Source: an optimization exercise on an open RTL-to-GDS flow (aim: small area and a short achievable clock period). Production flows keep margins and buffers that such runs may drop. The RTL was checked by simulation tests, not by an equivalence proof against the original design. No run shown here takes its clock network from TritonCTS; it comes from the design's own scripts or RTL. The flow treats the clock pin as an ideal source. Dropping or thinning the clock tree relies on that and would not hold on a real chip. Power and IR drop assume default switching activity.

## flow/design.v (module list and top-level ports; edited modules follow where they fit)
// module csa_fa: 10 lines
// module adder_tree_25: 1755 lines
module adder_tree_25 (
    input  wire         clk,
    input  wire         rst,
    input  wire         data_v,
    input  wire [399:0] elems,
    output wire [15:0]  sum,
    output wire         sum_valid
);
  // ...
==> flow/flow/run.sh <==
#!/bin/bash
# The standard layout with two changes:
#  - buf_1 as the port buffer cell instead of the cell buffer_ports picks by
#    itself (clkdlybuf4s50_1, 2.7x the area)
#  - a two-level balanced clock tree (flow/clock_tree.tcl, hooked in through
#    PRE_CTS_TCL) in place of the three-level tree of clock_tree_synthesis
set -euo pipefail
export BUFFER_PORTS_ARGS="-buffer_cell sky130_fd_sc_hd__buf_1"
export PRE_CTS_TCL="$PWD/flow/clock_tree.tcl"
bash standard.sh > standard_flow.log 2>&1
==> flow/flow/clock_tree.tcl <==
# Two-level clock tree, sourced by ORFS's cts.tcl through PRE_CTS_TCL.
# It replaces clock_tree_synthesis for this run: the flip-flops are split
# into NX x NY groups of equal size by position (x strips, then y within a
# strip), each group gets one leaf buffer at its centroid, and one root
# buffer at the centroid of the leaves drives all leaves. Every flip-flop
# sits behind exactly two buffers, so the tree is balanced by construction.

proc my_clock_tree { args } {
  set nx [expr { [info exists ::env(FLOW_CTS_NX)] ? $::env(FLOW_CTS_NX) : 3 }]
  set ny [expr { [info exists ::env(FLOW_CTS_NY)] ? $::env(FLOW_CTS_NY) : 4 }]
  set leaf_cell [expr { [info exists ::env(FLOW_CTS_LEAF)] ? $::env(FLOW_CTS_LEAF) : "sky130_fd_sc_hd__clkbuf_16" }]
  set root_cell [expr { [info exists ::env(FLOW_CTS_ROOT)] ? $::env(FLOW_CTS_ROOT) : "sky130_fd_sc_hd__clkbuf_16" }]
  puts "my_clock_tree: $nx x $ny leaves of $leaf_cell, root $root_cell (replaces: clock_tree_synthesis $args)"

  set db [ord::get_db]
  set block [ord::get_db_block]
  set clk_net [$block findNet clk]
  set leaf_master [$db findMaster $leaf_cell]
  set root_master [$db findMaster $root_cell]

  # flip-flop clock pins on the clock net
  set sinks {}
  foreach it [$clk_net getITerms] {
    if { [$it isInputSignal] } {
      set inst [$it getInst]
      set bb [$inst getBBox]
      set x [expr { ([$bb xMin] + [$bb xMax]) / 2 }]
      set y [expr { ([$bb yMin] + [$bb yMax]) / 2 }]
      lappend sinks [list $x $y $it]
    }
  }
  set n [llength $sinks]
  puts "my_clock_tree: $n sinks"

  # equal-size groups: x strips, then y slices within each strip
  set sinks [lsort -integer -index 0 $sinks]
  set groups {}
  for { set i 0 } { $i < $nx } { incr i } {
    set a [expr { $i * $n / $nx }]
    set b [expr { ($i + 1) * $n / $nx - 1 }]
    set strip [lsort -integer -index 1 [lrange $sinks $a $b]]
    set m [llength $strip]
    for { set j 0 } { $j < $ny } { incr j } {
      set c [expr { $j * $m / $ny }]
      set d [expr { ($j + 1) * $m / $ny - 1 }]
      lappend groups [lrange $strip $c $d]
    }
  }

  # root buffer takes the clock port's net as input
  set root [odb::dbInst_create $block $root_master clkbuf_root_clk]
  set root_out [odb::dbNet_create $block clknet_root_clk]
  $root_out setSigType CLOCK
  [$root findITerm A] connect $clk_net
  [$root findITerm X] connect $root_out

  set k 0
  set lx 0
  set ly 0
  foreach g $groups {
    set sx 0
    set sy 0
    foreach s $g {
      set sx [expr { $sx + [lindex $s 0] }]
      set sy [expr { $sy + [lindex $s 1] }]
    }
    set cx [expr { $sx / [llength $g] }]
    set cy [expr { $sy / [llength $g] }]
    set leaf [odb::dbInst_create $block $leaf_master clkbuf_leaf_${k}_clk]
    set net [odb::dbNet_create $block clknet_leaf_${k}_clk]
    $net setSigType CLOCK
    [$leaf findITerm A] connect $root_out
    [$leaf findITerm X] connect $net
    foreach s $g {
      set it [lindex $s 2]
      $it disconnect
      $it connect $net
    }
    $leaf setLocation $cx $cy
    $leaf setPlacementStatus PLACED
    set lx [expr { $lx + $cx }]
    set ly [expr { $ly + $cy }]
    puts "my_clock_tree: leaf $k drives [llength $g] sinks at ($cx, $cy)"
    incr k
  }
  $root setLocation [expr { $lx / $k }] [expr { $ly / $k }]
  $root setPlacementStatus PLACED
  $clk_net setSigType CLOCK
  set_propagated_clock [all_clocks]
}

rename clock_tree_synthesis my_orig_clock_tree_synthesis
proc clock_tree_synthesis { args } { my_clock_tree {*}$args }
==> flow/standard.sh <==
#!/bin/bash
# synth_recipe.tcl (not shown) runs the flow's synth.tcl, then flattens the netlist and writes it again
# the make line also repeats each setting of config.mk as NAME=value (left out here)
make -C /OpenROAD-flow-scripts/flow DESIGN_CONFIG=/design/flow/config.mk WORK_HOME=/design/flow/orfs CLKGATE_MAP_FILE= SYNTH_SCRIPT=/design/flow/synth_recipe.tcl "${@:-finish}"
==> flow/config.mk <==
export PLATFORM = sky130hd
export DESIGN_NAME = adder_tree_25
export DESIGN_NICKNAME = adder_tree_25
export VERILOG_FILES = /design/flow/design.v
export SDC_FILE = /design/flow/constraint.sdc
export NUM_CORES = 4
export LEC_CHECK = 0
export CAP_MARGIN = 20
export CORE_MARGIN = 2
export CORE_UTILIZATION = 60
export CTS_BUF_LIST = sky130_fd_sc_hd__clkbuf_16
export CTS_CLUSTER_DIAMETER = 80
export CTS_CLUSTER_SIZE = 30
export SETUP_SLACK_MARGIN = 1.5
export SLEW_MARGIN = 20
export SYNTH_HIERARCHICAL = 1
==> flow/constraint.sdc <==
create_clock -name core_clock -period 3.0 [get_ports {clk}]
set_input_delay 0.6000 -clock core_clock [delete_from_list [all_inputs] [get_ports {clk}]]
set_output_delay 0.6000 -clock core_clock [all_outputs]
set_load 0.01 [all_outputs]
==> flow_metrics.py, run 1 <==
metrics = {
    "run_status": {
        "status": "complete, no violations",
    },
    "yosys": {
        "ys_seq_area_frac": 0.485,
        "synth-adder-area-share": 0.464,
    },
    "power_and_ir_drop": {
        "p_leak_uw": 0.00632,
        "power_per_cell_area_mw_per_mm2": 870,
        "p_comb_uw": 5430,
        "p_sw_uw": 4770,
        "power_frac_comb": 0.360,
        "power_leader": "sequential cells",
        "p_int_uw": 10300,
    },
    "detailed_routing": {
        "antenna_left": 0,
        "dr.pass1.iters": 4,
        "met2_length_um": 12900,
    },
    "timing": {
        "tightest_slew_ns": 0.293,
        "setup_ws_ns": 1.39,
        "setup_tns_ns": 0,
        "fin_skew_ns": 0.0115,
        "maxSlewHeadroom": 0.803,
        "post-route-period-util": 0.538,
    },
    "grt": {
        "grt_start_max_net_pins": 31,
    },
    "critical_path": {
        "crit_slowest_cell": "fa_2",
        "required_ns": 3.32,
        "worstSetupEndpointType": "flip-flop",
        "setup.worst_path.start_class": "flip-flop",
        "worstPathCellList": "fa_2 -> a21o_1 -> nand4_1 -> o21ai_2 -> o41ai_2 -> xnor2_1",
        "reg2reg_setup_slack_ns": 1.39,
    },
    "die": {
        "tap_cells": 319,
        "initial_core_util": 0.613,
        "rows": 56,
    },
    "cts": {
        "worstSkewPairLatency_ns": 0.44,
    },
    "final_layout": {
        "final_util": 0.736,
        "largestRegisters": "sum_q x16, vld x5",
    },
    "place": {
        "dp_hpwl_um": 21400,
    },
}
==> run 2, diff against run 1 <==
--- a/flow/design.v
+++ b/flow/design.v
@@ -328,22 +328,20 @@
     reg r2_15_1;
     reg r3_0_0;
     reg r3_1_0;
     reg r3_2_0;
     reg r3_3_0;
     reg r3_4_0;
     reg r3_5_0;
     reg r3_6_0;
-    reg r3_6_1;
-    reg r3_6_2;
     reg r3_7_0;
-    reg r3_7_1;
     reg r3_8_0;
     reg r3_8_1;
+    reg r3_8_2;
     reg r3_9_0;
     reg r3_9_1;
     reg r3_10_0;
     reg r3_10_1;
     reg r3_11_0;
     reg r3_11_1;
     reg r3_12_0;
     reg r3_12_1;
@@ -1047,18 +1045,18 @@
     wire s692;
     wire c693;
     wire s694;
     wire c695;
     wire s696;
     wire c697;
     wire x698;
     wire [15:0] cpa_a, cpa_b;
-    wire [6:0] lo_add;
-    wire [10:0] hi_add;
+    wire [8:0] lo_add;
+    wire [8:0] hi_add;
     csa_fa u_s1 (.a(elems[0]), .b(elems[112]), .c(elems[128]), .s(s1), .co(c2));
     csa_fa u_s3 (.a(elems[144]), .b(elems[160]), .c(elems[16]), .s(s3), .co(c4));
     csa_fa u_s5 (.a(elems[176]), .b(elems[192]), .c(elems[208]), .s(s5), .co(c6));
     csa_fa u_s7 (.a(elems[224]), .b(elems[240]), .c(elems[256]), .s(s7), .co(c8));
     csa_fa u_s9 (.a(elems[272]), .b(elems[288]), .c(elems[304]), .s(s9), .co(c10));
     csa_fa u_s11 (.a(elems[320]), .b(elems[32]), .c(elems[336]), .s(s11), .co(c12));
     csa_fa u_s13 (.a(elems[352]), .b(elems[368]), .c(elems[384]), .s(s13), .co(c14));
     csa_fa u_s15 (.a(elems[48]), .b(elems[64]), .c(elems[80]), .s(s15), .co(c16));
@@ -1421,19 +1419,19 @@
     csa_fa u_s684 (.a(r2_8_0), .b(r2_8_1), .c(r2_8_2), .s(s684), .co(c685));
     csa_fa u_s686 (.a(r2_9_0), .b(r2_9_1), .c(r2_9_2), .s(s686), .co(c687));
     csa_fa u_s688 (.a(r2_10_0), .b(r2_10_1), .c(r2_10_2), .s(s688), .co(c689));
     csa_fa u_s690 (.a(r2_11_0), .b(r2_11_1), .c(r2_11_2), .s(s690), .co(c691));
     csa_fa u_s692 (.a(r2_12_0), .b(r2_12_1), .c(r2_12_2), .s(s692), .co(c693));
     csa_fa u_s694 (.a(r2_13_0), .b(r2_13_1), .c(r2_13_2), .s(s694), .co(c695));
     csa_fa u_s696 (.a(r2_14_0), .b(r2_14_1), .c(r2_14_2), .s(s696), .co(c697));
     assign x698 = r2_15_0 ^ r2_15_1;
-    assign lo_add = {1'b0, c677, s676, r2_3_0, r2_2_0, r2_1_0, r2_0_0} + {1'b0, s678, 1'b0, r2_3_1, 1'b0, 1'b0, 1'b0};
-    assign hi_add = {r3_15_0, r3_14_0, r3_13_0, r3_12_0, r3_11_0, r3_10_0, r3_9_0, r3_8_0, r3_7_0, r3_6_0, 1'b1} + {r3_15_1, r3_14_1, r3_13_1, r3_12_1, r3_11_1, r3_10_1, r3_9_1, r3_8_1, r3_7_1, r3_6_1, r3_6_2};
-    assign cpa_a = {hi_add[10:1], r3_5_0, r3_4_0, r3_3_0, r3_2_0, r3_1_0, r3_0_0};
+    assign lo_add = {1'b0, c681, c679, c677, s676, r2_3_0, r2_2_0, r2_1_0, r2_0_0} + {1'b0, s682, s680, s678, 1'b0, r2_3_1, 1'b0, 1'b0, 1'b0};
+    assign hi_add = {r3_15_0, r3_14_0, r3_13_0, r3_12_0, r3_11_0, r3_10_0, r3_9_0, r3_8_0, 1'b1} + {r3_15_1, r3_14_1, r3_13_1, r3_12_1, r3_11_1, r3_10_1, r3_9_1, r3_8_1, r3_8_2};
+    assign cpa_a = {hi_add[8:1], r3_7_0, r3_6_0, r3_5_0, r3_4_0, r3_3_0, r3_2_0, r3_1_0, r3_0_0};
     assign cpa_b = 16'd0;
     always @(posedge clk) begin
         r0_0_0 <= s17;
         r0_0_1 <= s19;
         r0_0_2 <= s21;
         r0_1_0 <= s35;
         r0_1_1 <= s37;
         r0_1_2 <= c18;
@@ -1734,23 +1732,21 @@
         r2_15_0 <= c670;
         r2_15_1 <= x675;
         r3_0_0 <= lo_add[0];
         r3_1_0 <= lo_add[1];
         r3_2_0 <= lo_add[2];
         r3_3_0 <= lo_add[3];
         r3_4_0 <= lo_add[4];
         r3_5_0 <= lo_add[5];
-        r3_6_0 <= c679;
-        r3_6_1 <= s680;
-        r3_6_2 <= lo_add[6];
-        r3_7_0 <= c681;
-        r3_7_1 <= s682;
+        r3_6_0 <= lo_add[6];
+        r3_7_0 <= lo_add[7];
         r3_8_0 <= c683;
         r3_8_1 <= s684;
+        r3_8_2 <= lo_add[8];
         r3_9_0 <= c685;
         r3_9_1 <= s686;
         r3_10_0 <= c687;
         r3_10_1 <= s688;
         r3_11_0 <= c689;
         r3_11_1 <= s690;
         r3_12_0 <= c691;
         r3_12_1 <= s692;
==> flow_metrics.py, run 2 <==
metrics = {
    "run_status": {
        "status": "complete, no violations",
    },
    "detailed_routing": {
        "met3_length_um": 1190,
        "dr.pass1.iters": 4,
        "drcViolationCount": 0,
        "drt_iter0_markers": 174,
        "antenna_left": 0,
        "maxUsedRoutingLayer": "met4",
        "met2_length_um": 12700,
        "viasPerCell": 4.58,
        "vias": 7028,
        "wl_per_cell_um": 15.5,
        "met1Wirelength_um": 9450,
        "wl_um": 23800,
    },
    "cts": {
        "clkTransAtPathRegs_ns": 0.10,
        "hold_buffers": 0,
        "worstSkewPairLatency_ns": 0.44,
    },
    "final_layout": {
        "multiInputGateArea_mm2": 0.00784,
        "layout_common_cells": "buf_1 (402), dfxtp_1 (330), fa_1 (184), fa_2 (143), xnor2_1 (43)",
        "design_area_mm2": 0.0173,
        "final_util": 0.735,
        "largest_register": "sum_q",
        "largest_register_ffs": 16,
        "num-nets-final": 1958,
        "syn_to_final_growth_pct": 20.1,
        "diodes": 0,
        "drive_above_1_share": 0.173,
        "seq_area_mm2": 0.00699,
        "final_common_cell": "buf_1",
        "n_fill_cell": 1614,
        "largestRegisters": "sum_q x16, vld x5",
    },
    "critical_path": {
        "path_class": "flip-flop to flip-flop",
        "worstSetupEndpointType": "flip-flop",
        "arrival_ns": 1.96,
        "cp_max_fo": 3,
        "required_ns": 3.33,
        "setup.worst_path.start_class": "flip-flop",
    },
    "min_path": {
        "hp-class": "flip-flop to flip-flop",
    },
    "place": {
        "placed_cell_area_mm2": 0.0167,
        "dp_hpwl_um": 21000,
        "numPortBuffers": 419,
        "gp_congestion": 0.854,
        "post-place-ws_ns": 1.11,
    },
    "timing": {
        "tightest_slew_ns": 0.245,
        "setup_viol_count_final": 0,
        "setup_ws_ns": 1.37,
        "fin_skew_ns": 0.0100,
        "post-route-period-util": 0.544,
        "fmax_ghz": 0.613,
        "period_needed_ns": 1.63,
        "rsz0062_at_grt": "yes",
        "slew_violations": 0,
        "maxSlewHeadroom": 0.835,
        "setup_tns_ns": 0,
        "finalHoldViolations": 0,
    },
    "yosys": {
        "synthArstFlopShare": 0,
        "synthDistinctLibCells": 23,
        "synth_most_common_cell": "dfxtp_1",
        "syn_area_mm2": 0.0144,
        "syn_inst": 779,
        "synth.top_cells.by_area": "dfxtp_1 (48%), fa_1 (46%), xnor2_1 (2.6%)",
        "ys_seq_area_frac": 0.485,
        "syn_nets": 1521,
        "synth_common_cells": "dfxtp_1 (348), fa_1 (327), xnor2_1 (43)",
        "syn_area_per_cell_um2": 18.5,
        "synth_edf_count": 0,
        "yosysTopAreaCellShare": 0.485,
        "ys_ff_latch": 348,
        "yosysTopAreaCell": "dfxtp_1",
        "synth_flop_cell": "dfxtp_1",
        "ys_warn_count": 7,
    },
    "grt": {
        "overflow": 0,
        "grt_start_max_net_pins": 30,
        "grt_pass1_vias": 8384,
        "grt_pass1_wl_um": 40600,
        "grt_usage": 0.202,
        "antenna_found_initial": 0,
    },
    "die": {
        "ios": 420,
        "die_w_um": 159,
        "fp.dieArea_mm2": 0.0252,
        "initial_core_util": 0.612,
        "rows": 56,
        "die_h_um": 159,
        "coreArea_mm2": 0.0235,
    },
    "power_and_ir_drop": {
        "peakVddDrop_uv": 446,
        "power_per_cell_area_mw_per_mm2": 889,
        "p_leak_uw": 0.00629,
    },
    "run": {
        "drv_cap": 0,
    },
}
run 2: cell count changes in the layout (fill, tap and decap cells not counted), moves of 2 or more:
cell | previous run | this run
nand2_1 | 3 | 1
o21ai_1 | 0 | 2
nand3_1 | 3 | 0
nor2b_1 | 0 | 2
fa_1 | 182 | 184
fa_2 | 145 | 143
run 2: final cells by class:
| type | instances | area share |
|---|---|---|
| tap | 319 | 0.0231 |
| sequential | 348 | 0.405 |
| timing repair buffer | 422 | 0.0980 |
| buffer | 13 | 0.0188 |
| multi-input combinational | 427 | 0.454 |
| inverter | 4 | 0.000870 |
run 2: critical path, stage by stage, from the launching register on:
cell      delay, ns
dfxtp_2        0.33
fa_1           0.57
ha_4           0.22
a31oi_4        0.13
nor2b_1        0.07
o21ai_1        0.12
nand2b_1       0.08
run 2: timing repair:
item	4_1_cts	5_1_grt
pin swaps	6	9
setup endpoints to repair	23	29
buffers inserted	2	1
resized for setup	43	18
hold endpoints to repair	0	0
run 2: path summary, 6_finish.rpt:
path,from,end,slack (ns),cells past startpoint
worst max-delay path,r2_5_0$_DFF_P_,r3_8_2$_DFF_P_,1.37,6
worst min-delay path,r3_5_0$_DFF_P_,sum_q[5]$_DFF_P_,0.33,0
worst max register to register,r2_5_0$_DFF_P_,r3_8_2$_DFF_P_,1.37,6
worst min register to register,r3_5_0$_DFF_P_,sum_q[5]$_DFF_P_,0.33,0
run 2: cell families after synthesis:
family	synth area share
AND/OR/NAND/NOR	0.00540
XOR/XNOR	0.0341
AO/OA/AOI/OAI	0.00888
buffers and inverters	0.00104
adder cells (fa/ha/maj)	0.466
flip-flops	0.485
run 2: metrics by stage:
stage,hold slack (ns),cells,power [uW]
3_5_place_dp,0.312,1517,13200
2_1_floorplan,0.310,779,11100
3_3_place_gp,0.313,1517,13000
4_1_cts,0.334,1532,15500
6_report,0.333,1533,15300
5_1_grt,0.336,1533,16900
run 2: layer usage:
metal,up-vias,global-route usage
li1,3245,-
met1,3533,0.271
met2,221,0.368
met3,29,0.0240
met4,0,0.0288
met5,-,0
run 2: Yosys stat by module, one instance, submodules excluded:
module         times used  cells inside  flip-flops and latches  cell area (um2)
adder_tree_25           1           453                     348             7850
csa_fa                326             1                       0             20.0
run 2: power breakdown:
group	switching [uW]	internal, uW	leakage [uW]
Sequential	941	6630	0.00294
Combinational	2700	3060	0.00320
Clock	1230	781	0.000160

==> afterwards: timing with drivers on the ports <==
The results above use ideal ports. As a check the final layouts listed here were re-extracted and re-timed, cells and wires unchanged. Step 1: set_driving_cell puts a clkbuf_16 on clk and a buf_2 on each other input, an assumption about the parent block. Step 2, shift: input delay + t, output delay - t, t = (earliest + latest rising clock arrival at the registers) / 2. This alone moves slack from input paths to output paths. Three values: ideal ports, drivers, drivers and shift; two values: the first two.
run	t, ns	setup WS [ns]	hold slack, ns	slew at the worst register clock pin (ns)
run 1	0.478	1.385 / 1.385 / 1.153	0.336 / 0.336 / 0.336	0.11 / 0.11
run 2	0.484	1.368 / 1.368 / 1.083	0.333 / 0.333 / 0.333	0.10 / 0.10
After both steps every run listed still meets setup and hold. For run 2, which loses most, drivers alone change the setup slack by 0.000 ns; drivers and shift together by -0.285 ns.
